Context: an optimization exercise on an open-source flow, tuned for small area, a short achievable clock period and few clock cycles. The choices shown serve that exercise and are no tape-out recipe. Function was checked by simulation only, so behaviour that the tests miss may differ from the original. Power and IR drop assume default switching activity.

== run 1 ==
Design script_lexer_tokenizer_unit, start of the top module:
module script_lexer_tokenizer_unit (
    input  logic        i_clk,
    input  logic        i_rst_n,
    input  logic        i_byte_valid,
    output logic        o_byte_ready,
    input  logic [7:0]  i_byte_ch,
    input  logic        i_byte_final,
    output logic        o_tok_valid,
    input  logic        i_tok_ready,
    output logic [5:0]  o_tok_kind,
    output logic [19:0] o_tok_start,
    output logic [19:0] o_tok_len,
    output logic [15:0] o_tok_line,
    output logic [15:0] o_tok_col,
    output logic [7:0]  o_tok_bad,
    output logic        o_tok_last
);
    localparam [19:0] POS_CAP  = 20'hFFFFF;
    localparam [15:0] LINE_CAP = 16'hFFFF;
    localparam [5:0] K_LPAREN  = 6'd0;
    localparam [5:0] K_RPAREN  = 6'd1;
    localparam [5:0] K_LBRACE  = 6'd2;
    localparam [5:0] K_RBRACE  = 6'd3;
    localparam [5:0] K_COMMA   = 6'd4;
    localparam [5:0] K_DOT     = 6'd5;
    localparam [5:0] K_MINUS   = 6'd6;
    localparam [5:0] K_PLUS    = 6'd7;
    localparam [5:0] K_SEMI    = 6'd8;
    localparam [5:0] K_SLASH   = 6'd9;
    localparam [5:0] K_STAR    = 6'd10;
    localparam [5:0] K_BANG    = 6'd11;
    localparam [5:0] K_EQUAL   = 6'd13;
    localparam [5:0] K_GREATER = 6'd15;
    localparam [5:0] K_LESS    = 6'd17;
    localparam [5:0] K_IDENT   = 6'd19;
    localparam [5:0] K_STRING  = 6'd20;
    localparam [5:0] K_NUMBER  = 6'd21;
    localparam [5:0] K_KW_BASE = 6'd22;
    localparam [5:0] K_END     = 6'd38;
    localparam [5:0] K_ERROR   = 6'd39;
    localparam [3:0] S_IDLE    = 4'd0;
    localparam [3:0] S_OP      = 4'd1;
    localparam [3:0] S_SLASH   = 4'd2;
    localparam [3:0] S_COMMENT = 4'd3;
    localparam [3:0] S_STR     = 4'd4;
    localparam [3:0] S_IDENT   = 4'd5;
    localparam [3:0] S_INT     = 4'd6;
    localparam [3:0] S_INTDOT  = 4'd7;
    localparam [3:0] S_FRAC    = 4'd8;
    function automatic is_digit(input [7:0] c);
        is_digit = (c >= 8'h30) && (c <= 8'h39);
    endfunction
    function automatic is_alpha(input [7:0] c);
        is_alpha = ((c >= 8'h61) && (c <= 8'h7A)) || ((c >= 8'h41) && (c <= 8'h5A)) ||
                   (c == 8'h5F);
    endfunction
    function automatic [5:0] paired_kind(input [5:0] k);
        case (k[2:0])
            3'd3:    paired_kind = 6'd12;
            3'd5:    paired_kind = 6'd14;
            3'd7:    paired_kind = 6'd16;
  ...
export LEC_CHECK = 0
export ABC_AREA = 1
export CAP_MARGIN = 20
export CORE_MARGIN = 2
export CORE_UTILIZATION = 40
export PLACE_DENSITY = 0.75
export SLEW_MARGIN = 20
create_clock -name core_clock -period 11.0 [get_ports {i_clk}]
standard.sh (not shown) runs the stock make flow with config.mk's settings and CLKGATE_MAP_FILE= SYNTH_SCRIPT=/design/flow/synth_recipe.tcl, a recipe that flattens the netlist after the stock synthesis.
==> flow/flow/run.sh <==
#!/bin/bash
# Standard layout (the standard.sh: ORFS synthesis to finish, same clock and
# constraints), with these changes to how the layout is made:
#  - the port buffers that ORFS inserts are plain buffers (buf_1) rather than the
#    delay cell ORFS picks by default; every port still gets its own buffer;
#  - ORFS's timing repair aims for more setup slack than the clock needs;
#  - clock tree: clkbuf_8 buffers, larger sink clusters, no dummy loads.
set -euo pipefail
export SETUP_SLACK_MARGIN=7.7
export BUFFER_PORTS_ARGS="-buffer_cell sky130_fd_sc_hd__buf_1"
export CTS_ARGS="-sink_clustering_enable -repair_clock_nets -buf_list sky130_fd_sc_hd__clkbuf_8 -sink_clustering_size 30 -sink_clustering_max_diameter 100 -dont_use_dummy_load"
bash standard.sh > standard_flow.log 2>&1
Run 1 ended with every stage complete and zero timing, DRC or antenna violations.
Testbench counts of run 1, summed over its fixed seeds: cycles 22,580.
Input-level comparison between run 2 and run 1:
-- flow/flow/run.sh --
<<< run 1, line 7
#  - clock tree: clkbuf_8 buffers, larger sink clusters, no dummy loads.
set -euo pipefail
export SETUP_SLACK_MARGIN=7.7
export BUFFER_PORTS_ARGS="-buffer_cell sky130_fd_sc_hd__buf_1"
export CTS_ARGS="-sink_clustering_enable -repair_clock_nets -buf_list sky130_fd_sc_hd__clkbuf_8 -sink_clustering_size 30 -sink_clustering_max_diameter 100 -dont_use_dummy_load"
>>> run 2, line 7
#  - clock tree: clkbuf_8 buffers, larger sink clusters, no dummy loads.
set -euo pipefail
export SETUP_SLACK_MARGIN=7.55
export BUFFER_PORTS_ARGS="-buffer_cell sky130_fd_sc_hd__buf_1"
export CTS_ARGS="-sink_clustering_enable -repair_clock_nets -buf_list sky130_fd_sc_hd__clkbuf_8 -sink_clustering_size 30 -sink_clustering_max_diameter 100 -dont_use_dummy_load"
-- flow/config.mk --
<<< run 1, line 6
export NUM_CORES = 4
export LEC_CHECK = 0
export ABC_AREA = 1
export CAP_MARGIN = 20
export CORE_MARGIN = 2
>>> run 2, line 6
export NUM_CORES = 4
export LEC_CHECK = 0
export ABC_AREA = 0
export CAP_MARGIN = 20
export CORE_MARGIN = 2
Results
- Run 2 vs. run 1: wire length went up by about 14%.
- Compared with run 1, run 2 shows a higher highest fanout seen on the critical path.
- Setup slack after layout: run 2 worse than run 1
- Against run 1, run 2 reports a core utilization that is higher.
- Tap cell count in run 2 is 14% higher than in run 1
- The area share of and/or/nand/nor cells after synthesis in run 2 was lower than what run 1 gave.
- Comparing run 1 and run 2, final instance area is lower on run 1.
- Between run 2 and run 1, it is run 2 whose worst-margin pin slew is higher, by 220 ps.
- Area enclosed by the die boundary in run 2 is 0.0013 mm2 above run 1.
The inputs of run 3 differ from those of run 2 as listed below.
-- flow/flow/run.sh --
<<< run 2, line 7
#  - clock tree: clkbuf_8 buffers, larger sink clusters, no dummy loads.
set -euo pipefail
export SETUP_SLACK_MARGIN=7.55
export BUFFER_PORTS_ARGS="-buffer_cell sky130_fd_sc_hd__buf_1"
export CTS_ARGS="-sink_clustering_enable -repair_clock_nets -buf_list sky130_fd_sc_hd__clkbuf_8 -sink_clustering_size 30 -sink_clustering_max_diameter 100 -dont_use_dummy_load"
>>> run 3, line 7
#  - clock tree: clkbuf_8 buffers, larger sink clusters, no dummy loads.
set -euo pipefail
export SETUP_SLACK_MARGIN=7.62
export BUFFER_PORTS_ARGS="-buffer_cell sky130_fd_sc_hd__buf_1"
export CTS_ARGS="-sink_clustering_enable -repair_clock_nets -buf_list sky130_fd_sc_hd__clkbuf_8 -sink_clustering_size 30 -sink_clustering_max_diameter 100 -dont_use_dummy_load"
-- flow/config.mk --
<<< run 2, line 6
export NUM_CORES = 4
export LEC_CHECK = 0
export ABC_AREA = 0
export CAP_MARGIN = 20
export CORE_MARGIN = 2
>>> run 3, line 6
export NUM_CORES = 4
export LEC_CHECK = 0
export ABC_AREA = 1
export CAP_MARGIN = 20
export CORE_MARGIN = 2
[summary]
Total power, run 3 vs run 2: up by more than 10%. Of run 2 and run 3, run 2 shows the higher post-route worst hold slack, with run 3 below it. Run 2 → run 3: routing usage on met2 decreased 1.7 points, detailed placer's ending HPWL increased 490 um, final area decreased about 13%, fraction of synthesized area in multiplexers decreased 2.7 points. Looking at library cell contributing the largest single delay on the critical path, the edfxtp_1 result is from run 3; the nor4b_2 one comes from run 2.
Setup changes, run 3 to run 4
-- flow/flow/run.sh --
<<< run 3, line 7
#  - clock tree: clkbuf_8 buffers, larger sink clusters, no dummy loads.
set -euo pipefail
export SETUP_SLACK_MARGIN=7.62
export BUFFER_PORTS_ARGS="-buffer_cell sky130_fd_sc_hd__buf_1"
export CTS_ARGS="-sink_clustering_enable -repair_clock_nets -buf_list sky130_fd_sc_hd__clkbuf_8 -sink_clustering_size 30 -sink_clustering_max_diameter 100 -dont_use_dummy_load"
>>> run 4, line 7
#  - clock tree: clkbuf_8 buffers, larger sink clusters, no dummy loads.
set -euo pipefail
export SETUP_SLACK_MARGIN=7.55
export BUFFER_PORTS_ARGS="-buffer_cell sky130_fd_sc_hd__buf_1"
export CTS_ARGS="-sink_clustering_enable -repair_clock_nets -buf_list sky130_fd_sc_hd__clkbuf_8 -sink_clustering_size 30 -sink_clustering_max_diameter 100 -dont_use_dummy_load"
-- flow/config.mk --
<<< run 3, line 10
export CORE_MARGIN = 2
export CORE_UTILIZATION = 40
export PLACE_DENSITY = 0.75
export SLEW_MARGIN = 20
>>> run 4, line 10
export CORE_MARGIN = 2
export CORE_UTILIZATION = 40
export GPL_TIMING_DRIVEN = 0
export PLACE_DENSITY = 0.75
export SLEW_MARGIN = 20
[summary]
- The higher switching fraction of total power came out of run 4.
- Clock network area share across run 4 and run 3: no real change.
- From run 3 to run 4 the numbers moved as follows: part of the power in the clock network now sits higher; total of plain and repair buffers excluding clock buffers now sits lower; storage element area now sits at about the same level.
- Side by side, instance area after placement turned out higher in run 4 than in run 3.
- On worst setup slack before clock tree synthesis: between run 4 and run 3, it ends up lower for run 3.
- Flip-flop and latch share of the layout cell area (lower): run 3
- Cmp run 4 vs run 3: slack of the critical path lower in run 4

## re-timing with driven ports
In the flow no input, the clock included, has a driving cell. The finished layouts below were timed again as built, in two steps. Step 1, drivers: a clkbuf_16 drives i_clk and a buf_2 each remaining input, both assumed. Step 2 adds t to the input delays and takes it off the output delays; t is the mean of the earliest and latest rising clock arrival at the registers after step 1. Input paths then give back, and output paths get back, about the clock's delay inside the block. Slacks: no drivers / after step 1 / after step 2; pairs: no drivers / after step 1.
run	t, ns	slack for setup (ns)	hold slack, ns	worst setup path at the end	worst data-port slew with drivers (ns)
run 1	0.458	7.651 / 7.613 / 7.259	0.464 / 0.464 / 0.464	input to register	0.04
run 2	0.479	7.200 / 7.202 / 6.723	0.464 / 0.464 / 0.464	input to register	0.03
run 3	0.469	7.614 / 7.576 / 7.252	0.454 / 0.454 / 0.454	input to register	0.03
run 4	0.473	7.557 / 7.516 / 7.111	0.464 / 0.464 / 0.464	input to register	0.04
After both steps setup and hold are still met in every run listed. For run 2, which loses most, drivers alone change the setup slack by +0.002 ns; drivers and shift together by -0.477 ns.
